Context: an optimization exercise on an open-source flow, tuned for small area and a short achievable clock period. The choices shown serve that exercise and are no tape-out recipe. Function was checked by simulation only, so behaviour that the tests miss may differ from the original. No activity file was given, so power comes from the tool's default toggle rates.

==> inputs of ember <==
## pipelined_functional_unit
module pipelined_functional_unit #(
  parameter int WIDTH = 32,
  parameter int LAT   = 3
) (
  input  logic             CLK,
  input  logic             RST_N,
  input  logic [WIDTH-1:0] A,
  input  logic [WIDTH-1:0] B,
  input  logic [WIDTH-1:0] C,
  input  logic [4:0]       INST,
  input  logic             CI,
  input  logic             IN_VALID,
  output logic             IN_READY,
  output logic             OUT_VALID,
  input  logic             OUT_READY,
  output logic [WIDTH-1:0] Z,
  output logic [3:0]       FLAGS
);
clock: 10.0 ns
lec_check: 0
abc_area: 1
cap_margin: 20
core_margin: 2
core_utilization: 40
cts_buf_list: sky130_fd_sc_hd__clkbuf_4 sky130_fd_sc_hd__clkbuf_8
setup_slack_margin: 5
slew_margin: 20
synth_hierarchical: 1
standard.sh (not shown) runs the stock make flow with config.mk's settings and CLKGATE_MAP_FILE= SYNTH_SCRIPT=/design/flow/synth_recipe.tcl, a recipe that flattens the netlist after the stock synthesis.
==> flow/flow/run.sh <==
#!/bin/bash
# The standard layout (standard.sh: ORFS from synthesis to finish) with two changes:
#  - the final ABC technology mapping in synthesis uses flow/abc.script (an area-oriented
#    script) instead of ORFS's abc_area.script; everything else in synth_recipe.tcl is kept;
#  - the input and output port buffers use the smallest buffer cell;
#  - clock tree synthesis clusters more sinks per buffer and inserts no dummy loads.
set -euo pipefail
W=$PWD
sed "1a proc abc {args} { set i [lsearch \$args -script]; if {\$i >= 0} {lset args [expr {\$i + 1}] $W/flow/abc.script}; yosys abc {*}\$args }" synth_recipe.tcl > my_synth.tcl
sed "s#SYNTH_SCRIPT=[^ ]*#SYNTH_SCRIPT=$W/my_synth.tcl#" standard.sh > my_standard.sh
grep -q "SYNTH_SCRIPT=$W/my_synth.tcl" my_standard.sh
export BUFFER_PORTS_ARGS="-buffer_cell sky130_fd_sc_hd__buf_1"
export CTS_ARGS="-sink_clustering_enable -repair_clock_nets -sink_clustering_size 14 -sink_clustering_max_diameter 80 -buf_list {sky130_fd_sc_hd__clkbuf_4 sky130_fd_sc_hd__clkbuf_8} -dont_use_dummy_load"
bash my_standard.sh > standard.log 2>&1
==> flow/flow/abc.script <==
strash
dch -f
amap
topo
stime -c
upsize -c
dnsize -c
==> nickel: changes against ember <==
--- a/flow/design.v
+++ b/flow/design.v
@@ -983,30 +983,14 @@
   logic bp40;
   logic bg41;
   logic bp41;
   logic bg42;
   logic bp42;
   logic bg43;
   logic bp43;
-  assign r1_ntwo[0] = ~(r1_none[0] & (r1_neg[0] ^ 1'b0));
-  assign r1_ntwo[1] = ~(r1_none[1] & (r1_neg[1] ^ r1_neg[0]));
-  assign r1_ntwo[2] = ~(r1_none[2] & (r1_neg[2] ^ r1_neg[1]));
-  assign r1_ntwo[3] = ~(r1_none[3] & (r1_neg[3] ^ r1_neg[2]));
-  assign r1_ntwo[4] = ~(r1_none[4] & (r1_neg[4] ^ r1_neg[3]));
-  assign r1_ntwo[5] = ~(r1_none[5] & (r1_neg[5] ^ r1_neg[4]));
-  assign r1_ntwo[6] = ~(r1_none[6] & (r1_neg[6] ^ r1_neg[5]));
-  assign r1_ntwo[7] = ~(r1_none[7] & (r1_neg[7] ^ r1_neg[6]));
-  assign r1_ntwo[8] = ~(r1_none[8] & (r1_neg[8] ^ r1_neg[7]));
-  assign r1_ntwo[9] = ~(r1_none[9] & (r1_neg[9] ^ r1_neg[8]));
-  assign r1_ntwo[10] = ~(r1_none[10] & (r1_neg[10] ^ r1_neg[9]));
-  assign r1_ntwo[11] = ~(r1_none[11] & (r1_neg[11] ^ r1_neg[10]));
-  assign r1_ntwo[12] = ~(r1_none[12] & (r1_neg[12] ^ r1_neg[11]));
-  assign r1_ntwo[13] = ~(r1_none[13] & (r1_neg[13] ^ r1_neg[12]));
-  assign r1_ntwo[14] = ~(r1_none[14] & (r1_neg[14] ^ r1_neg[13]));
-  assign r1_ntwo[15] = ~(r1_none[15] & (r1_neg[15] ^ r1_neg[14]));
   assign p1 = ~(r1_none[0] | r1_nma[0]) ^ r1_neg[0];
   assign p2 = ~((r1_none[0] | r1_nma[1]) & (r1_ntwo[0] | r1_nma[0])) ^ r1_neg[0];
   assign p3 = ~((r1_none[0] | r1_nma[2]) & (r1_ntwo[0] | r1_nma[1])) ^ r1_neg[0];
   assign p4 = ~((r1_none[0] | r1_nma[3]) & (r1_ntwo[0] | r1_nma[2])) ^ r1_neg[0];
   assign p5 = ~((r1_none[0] | r1_nma[4]) & (r1_ntwo[0] | r1_nma[3])) ^ r1_neg[0];
   assign p6 = ~((r1_none[0] | r1_nma[5]) & (r1_ntwo[0] | r1_nma[4])) ^ r1_neg[0];
   assign p7 = ~((r1_none[0] | r1_nma[6]) & (r1_ntwo[0] | r1_nma[5])) ^ r1_neg[0];
@@ -1408,21 +1392,21 @@
   pfu_fa u_s533 (.a(s287), .b(s395), .c(s397), .s(s533), .co(c534));
   pfu_fa u_s535 (.a(c394), .b(s399), .c(s401), .s(s535), .co(c536));
   pfu_fa u_s537 (.a(c396), .b(c398), .c(s293), .s(s537), .co(c538));
   pfu_fa u_s539 (.a(s403), .b(s405), .c(c400), .s(s539), .co(c540));
   pfu_fa u_s541 (.a(s407), .b(c402), .c(s409), .s(s541), .co(c542));
   pfu_fa u_s543 (.a(c404), .b(c406), .c(s301), .s(s543), .co(c544));
   pfu_fa u_s545 (.a(s411), .b(s413), .c(c408), .s(s545), .co(c546));
-  pfu_fa u_s547 (.a(s415), .b(c410), .c(s417), .s(s547), .co(c548));
+  pfu_fa u_s547 (.a(c410), .b(s415), .c(s417), .s(s547), .co(c548));
   pfu_fa u_s549 (.a(c412), .b(c414), .c(s309), .s(s549), .co(c550));
   pfu_fa u_s551 (.a(s419), .b(c416), .c(s421), .s(s551), .co(c552));
-  pfu_fa u_s553 (.a(s423), .b(c418), .c(s425), .s(s553), .co(c554));
+  pfu_fa u_s553 (.a(c418), .b(s423), .c(s425), .s(s553), .co(c554));
   pfu_fa u_s555 (.a(c420), .b(s319), .c(s427), .s(s555), .co(c556));
   pfu_fa u_s557 (.a(c422), .b(c424), .c(s429), .s(s557), .co(c558));
-  pfu_fa u_s559 (.a(s431), .b(c426), .c(s433), .s(s559), .co(c560));
+  pfu_fa u_s559 (.a(c426), .b(s431), .c(s433), .s(s559), .co(c560));
   pfu_ha u_s561 (.a(r1_cc[4]), .b(r1_neg[2]), .s(s561), .co(c562));
   pfu_ha u_s563 (.a(r1_cc[5]), .b(p36), .s(s563), .co(c564));
   pfu_fa u_s565 (.a(r1_cc[6]), .b(r1_neg[3]), .c(p37), .s(s565), .co(c566));
   pfu_ha u_s567 (.a(p65), .b(p7), .s(s567), .co(c568));
   pfu_fa u_s569 (.a(r1_cc[7]), .b(p38), .c(p66), .s(s569), .co(c570));
   pfu_ha u_s571 (.a(p8), .b(p92), .s(s571), .co(c572));
   pfu_fa u_s573 (.a(s435), .b(p117), .c(p39), .s(s573), .co(c574));
@@ -1444,28 +1428,28 @@
   pfu_fa u_s605 (.a(c466), .b(c468), .c(s471), .s(s605), .co(c606));
   pfu_fa u_s607 (.a(s473), .b(c470), .c(s475), .s(s607), .co(c608));
   pfu_fa u_s609 (.a(c472), .b(c474), .c(s477), .s(s609), .co(c610));
   pfu_fa u_s611 (.a(s479), .b(c476), .c(s481), .s(s611), .co(c612));
   pfu_fa u_s613 (.a(c478), .b(s483), .c(c480), .s(s613), .co(c614));
   pfu_fa u_s615 (.a(s485), .b(c482), .c(s487), .s(s615), .co(c616));
   pfu_fa u_s617 (.a(c484), .b(s489), .c(c486), .s(s617), .co(c618));
-  pfu_fa u_s619 (.a(s491), .b(c488), .c(s493), .s(s619), .co(c620));
+  pfu_fa u_s619 (.a(c488), .b(s491), .c(s493), .s(s619), .co(c620));
   pfu_fa u_s621 (.a(c490), .b(c492), .c(s495), .s(s621), .co(c622));
-  pfu_fa u_s623 (.a(s497), .b(c494), .c(s499), .s(s623), .co(c624));
+  pfu_fa u_s623 (.a(c494), .b(s497), .c(s499), .s(s623), .co(c624));
   pfu_fa u_s625 (.a(c496), .b(c498), .c(s501), .s(s625), .co(c626));
-  pfu_fa u_s627 (.a(s503), .b(c500), .c(s505), .s(s627), .co(c628));
-  pfu_fa u_s629 (.a(c502), .b(c504), .c(s507), .s(s629), .co(c630));
-  pfu_fa u_s631 (.a(c506), .b(s509), .c(s511), .s(s631), .co(c632));
-  pfu_fa u_s633 (.a(c508), .b(s513), .c(c510), .s(s633), .co(c634));
-  pfu_fa u_s635 (.a(c512), .b(s515), .c(s517), .s(s635), .co(c636));
-  pfu_fa u_s637 (.a(c514), .b(s519), .c(c516), .s(s637), .co(c638));
-  pfu_fa u_s639 (.a(c518), .b(s521), .c(s523), .s(s639), .co(c640));
-  pfu_fa u_s641 (.a(c520), .b(s525), .c(c522), .s(s641), .co(c642));
+  pfu_fa u_s627 (.a(c500), .b(s503), .c(s505), .s(s627), .co(c628));
+  pfu_fa u_s629 (.a(c502), .b(c504), .c(c506), .s(s629), .co(c630));
+  pfu_fa u_s631 (.a(s507), .b(s509), .c(s511), .s(s631), .co(c632));
+  pfu_fa u_s633 (.a(c508), .b(c510), .c(c512), .s(s633), .co(c634));
+  pfu_fa u_s635 (.a(s513), .b(s515), .c(s517), .s(s635), .co(c636));
+  pfu_fa u_s637 (.a(c514), .b(c516), .c(c518), .s(s637), .co(c638));
+  pfu_fa u_s639 (.a(s519), .b(s521), .c(s523), .s(s639), .co(c640));
+  pfu_fa u_s641 (.a(c520), .b(c522), .c(s525), .s(s641), .co(c642));
   pfu_fa u_s643 (.a(s527), .b(c524), .c(s529), .s(s643), .co(c644));
-  pfu_fa u_s645 (.a(c526), .b(s531), .c(c528), .s(s645), .co(c646));
+  pfu_fa u_s645 (.a(c526), .b(c528), .c(s531), .s(s645), .co(c646));
   pfu_fa u_s647 (.a(s533), .b(c530), .c(s535), .s(s647), .co(c648));
   pfu_fa u_s649 (.a(c532), .b(c534), .c(s537), .s(s649), .co(c650));
   pfu_fa u_s651 (.a(s539), .b(c536), .c(s541), .s(s651), .co(c652));
   pfu_fa u_s653 (.a(c538), .b(s543), .c(c540), .s(s653), .co(c654));
   pfu_fa u_s655 (.a(s545), .b(c542), .c(s547), .s(s655), .co(c656));
   pfu_fa u_s657 (.a(c544), .b(s549), .c(c546), .s(s657), .co(c658));
   pfu_fa u_s659 (.a(s551), .b(c548), .c(s553), .s(s659), .co(c660));
@@ -1479,26 +1463,26 @@
   pfu_fa u_s675 (.a(p91), .b(c564), .c(s567), .s(s675), .co(c676));
   pfu_fa u_s677 (.a(c568), .b(s571), .c(c566), .s(s677), .co(c678));
   pfu_fa u_s679 (.a(c572), .b(c570), .c(s573), .s(s679), .co(c680));
   pfu_fa u_s681 (.a(c574), .b(c576), .c(s577), .s(s681), .co(c682));
   pfu_fa u_s683 (.a(c578), .b(s581), .c(c580), .s(s683), .co(c684));
   pfu_fa u_s685 (.a(c582), .b(s585), .c(c584), .s(s685), .co(c686));
   pfu_fa u_s687 (.a(c586), .b(s589), .c(c588), .s(s687), .co(c688));
-  pfu_fa u_s689 (.a(c590), .b(s593), .c(c592), .s(s689), .co(c690));
-  pfu_fa u_s691 (.a(c594), .b(s597), .c(c596), .s(s691), .co(c692));
-  pfu_fa u_s693 (.a(c598), .b(s601), .c(c600), .s(s693), .co(c694));
+  pfu_fa u_s689 (.a(c590), .b(c592), .c(s593), .s(s689), .co(c690));
+  pfu_fa u_s691 (.a(c594), .b(c596), .c(s597), .s(s691), .co(c692));
+  pfu_fa u_s693 (.a(c598), .b(c600), .c(s601), .s(s693), .co(c694));
   pfu_fa u_s695 (.a(c602), .b(s605), .c(c604), .s(s695), .co(c696));
   pfu_fa u_s697 (.a(c606), .b(s609), .c(c608), .s(s697), .co(c698));
   pfu_fa u_s699 (.a(c610), .b(s613), .c(c612), .s(s699), .co(c700));
   pfu_fa u_s701 (.a(c614), .b(s617), .c(c616), .s(s701), .co(c702));
   pfu_fa u_s703 (.a(c618), .b(s621), .c(c620), .s(s703), .co(c704));
   pfu_fa u_s705 (.a(c622), .b(s625), .c(c624), .s(s705), .co(c706));
-  pfu_fa u_s707 (.a(c626), .b(c628), .c(s629), .s(s707), .co(c708));
-  pfu_fa u_s709 (.a(c630), .b(c632), .c(s633), .s(s709), .co(c710));
-  pfu_fa u_s711 (.a(c634), .b(c636), .c(s637), .s(s711), .co(c712));
+  pfu_fa u_s707 (.a(c626), .b(s629), .c(c628), .s(s707), .co(c708));
+  pfu_fa u_s709 (.a(c630), .b(s633), .c(c632), .s(s709), .co(c710));
+  pfu_fa u_s711 (.a(c634), .b(s637), .c(c636), .s(s711), .co(c712));
   pfu_fa u_s713 (.a(c638), .b(s641), .c(c640), .s(s713), .co(c714));
   pfu_fa u_s715 (.a(c642), .b(s645), .c(c644), .s(s715), .co(c716));
   pfu_fa u_s717 (.a(c646), .b(s649), .c(c648), .s(s717), .co(c718));
   pfu_fa u_s719 (.a(c650), .b(s653), .c(c652), .s(s719), .co(c720));
   pfu_fa u_s721 (.a(c654), .b(s657), .c(c656), .s(s721), .co(c722));
   pfu_fa u_s723 (.a(c658), .b(s661), .c(c660), .s(s723), .co(c724));
   pfu_ha u_s725 (.a(r1_neg[0]), .b(s665), .s(s725), .co(c726));
@@ -1550,25 +1534,25 @@
   pfu_x2 u_s802 (.a(c428), .b(s795), .y(s802));
   pfu_x2 u_s803 (.a(s796), .b(s797), .y(s803));
   pfu_x2 u_s804 (.a(s798), .b(s799), .y(s804));
   pfu_x2 u_s805 (.a(s800), .b(s801), .y(s805));
   pfu_x2 u_s806 (.a(s802), .b(s803), .y(s806));
   pfu_x2 u_s807 (.a(s804), .b(c430), .y(s807));
   pfu_x2 u_s808 (.a(c432), .b(s805), .y(s808));
-  pfu_x2 u_s809 (.a(s806), .b(c434), .y(s809));
-  pfu_x2 u_s810 (.a(c556), .b(s807), .y(s810));
+  pfu_x2 u_s809 (.a(c434), .b(c556), .y(s809));
+  pfu_x2 u_s810 (.a(s806), .b(s807), .y(s810));
   pfu_x2 u_s811 (.a(s808), .b(s809), .y(s811));
   pfu_x2 u_s812 (.a(s810), .b(c558), .y(s812));
   pfu_x2 u_s813 (.a(s811), .b(c560), .y(s813));
   pfu_x2 u_s814 (.a(s812), .b(c662), .y(s814));
   pfu_x2 u_s815 (.a(s813), .b(s814), .y(s815));
   pfu_x2 u_s816 (.a(c664), .b(s815), .y(s816));
   pfu_x2 u_s817 (.a(s816), .b(c724), .y(s817));
   pfu_x2 u_s818 (.a(s817), .b(c786), .y(s818));
-  pfu_ha u_s819 (.a(s725), .b(p1), .s(s819), .co(c820));
+  pfu_ha u_s819 (.a(p1), .b(s725), .s(s819), .co(c820));
   pfu_fa u_s821 (.a(c726), .b(s727), .c(c820), .s(s821), .co(c822));
   pfu_fa u_s823 (.a(c728), .b(s729), .c(c822), .s(s823), .co(c824));
   pfu_fa u_s825 (.a(c730), .b(s731), .c(c824), .s(s825), .co(c826));
   pfu_fa u_s827 (.a(c732), .b(s733), .c(c826), .s(s827), .co(c828));
   pfu_fa u_s829 (.a(c734), .b(s735), .c(c828), .s(s829), .co(c830));
   pfu_fa u_s831 (.a(c736), .b(s737), .c(c830), .s(s831), .co(c832));
   assign w_ci = c832;
@@ -1757,14 +1741,15 @@
     else if (!w_stall) r_valid <= {r_valid[1:0], IN_VALID};
   end
   always_ff @(posedge CLK) begin
     if (!w_stall) begin
       r1_nma  <= ~w_ma;
       r1_cc   <= w_cc;
       r1_none <= ~w_one;
+      r1_ntwo <= ~w_two;
       r1_neg  <= w_neg;
       r1_cin  <= (w_add && w_op[0] && CI) || w_sub;
       r1_arith <= w_arith;
       r1_rsh  <= w_rsh;
       r2_x    <= w_x;
       r2_y    <= w_y;
       r2_ci   <= w_ci;
==> summary of the runs <==
ember finished clean. nickel went through all stages and came out clean.
Design area: ember is larger than nickel (0.56%).
Of ember and nickel, ember has the higher total power (gap 4.5%, measured against nickel).
Global-route usage: ember is higher than nickel (0.46 points).
Routed wire length is about the same in nickel and ember.
Cell count: ember is larger than nickel (about 0.7%).
Sequential cell count: nickel is higher than ember (16).
Against nickel, the first-iteration DRC count of ember is higher by 12%.
==> figures <==
| metric | nickel | ember |
|---|---|---|
| CP max-delay cell | edfxtp_1 | fa_1 |
| Total stage count of the critical path | 11 | 14 |
| Post-layout worst setup margin | 5.237 ns | 5.182 ns |
| DR WL met3 | 6311 µm | 7408 µm |
| Starting density of the core | 40.58% | 40.28% |
| Switching power of the nets | 3.362 mW | 3.582 mW |
| Startpoint of the worst hold path | r1_rsh$_DFFE_PN_ | r_valid[1]$_DFFE_PN0N_ |
| Routed length on met1 | 30090 µm | 29550 µm |
| Share of the clock period used by the worst path | 47.63% | 48.18% |
| Final Routed Wirelength | 71420 µm | 71360 µm |
| Routed wire length per instance | 26.05 µm | 25.84 µm |
| Highest fanout seen on the critical path | 23 | 54 |
| Signal buffers | 180 | 211 |
| Number of standard cells in the final layout excluding fillers | 2742 | 2762 |
| Result of the run | finished clean | finished clean |
| Met2 wire length | 31550 µm | 31660 µm |

## what the ideal ports hide
In the flow no input, the clock included, has a driving cell. The finished layouts below were timed again as built, in two steps. Step 1, drivers: a clkbuf_16 drives CLK and a buf_2 each remaining input, both assumed. Step 2 times the ports against the registers' clock, not the clock port: input delays grow and output delays shrink by t, the midpoint of the rising clock arrivals with the driver on. a / b / c = ideal / step 1 / step 2; a / b = the first two.
run | t (ns) | slack for setup (ns) | latest minus earliest clock arrival (ns) | slew at the worst register clock pin (ns) | pins driven straight from the clock port
ember | 0.615 | 5.182 / 5.182 / 4.899 | 0.046 / 0.046 | 0.12 / 0.12 | 1
nickel | 0.621 | 5.237 / 5.237 / 4.967 | 0.061 / 0.060 | 0.09 / 0.09 | 1
After both steps every run listed still meets setup and hold. The setup slack of ember, which loses most, moves by 0.000 ns with the drivers and by -0.283 ns with both steps.
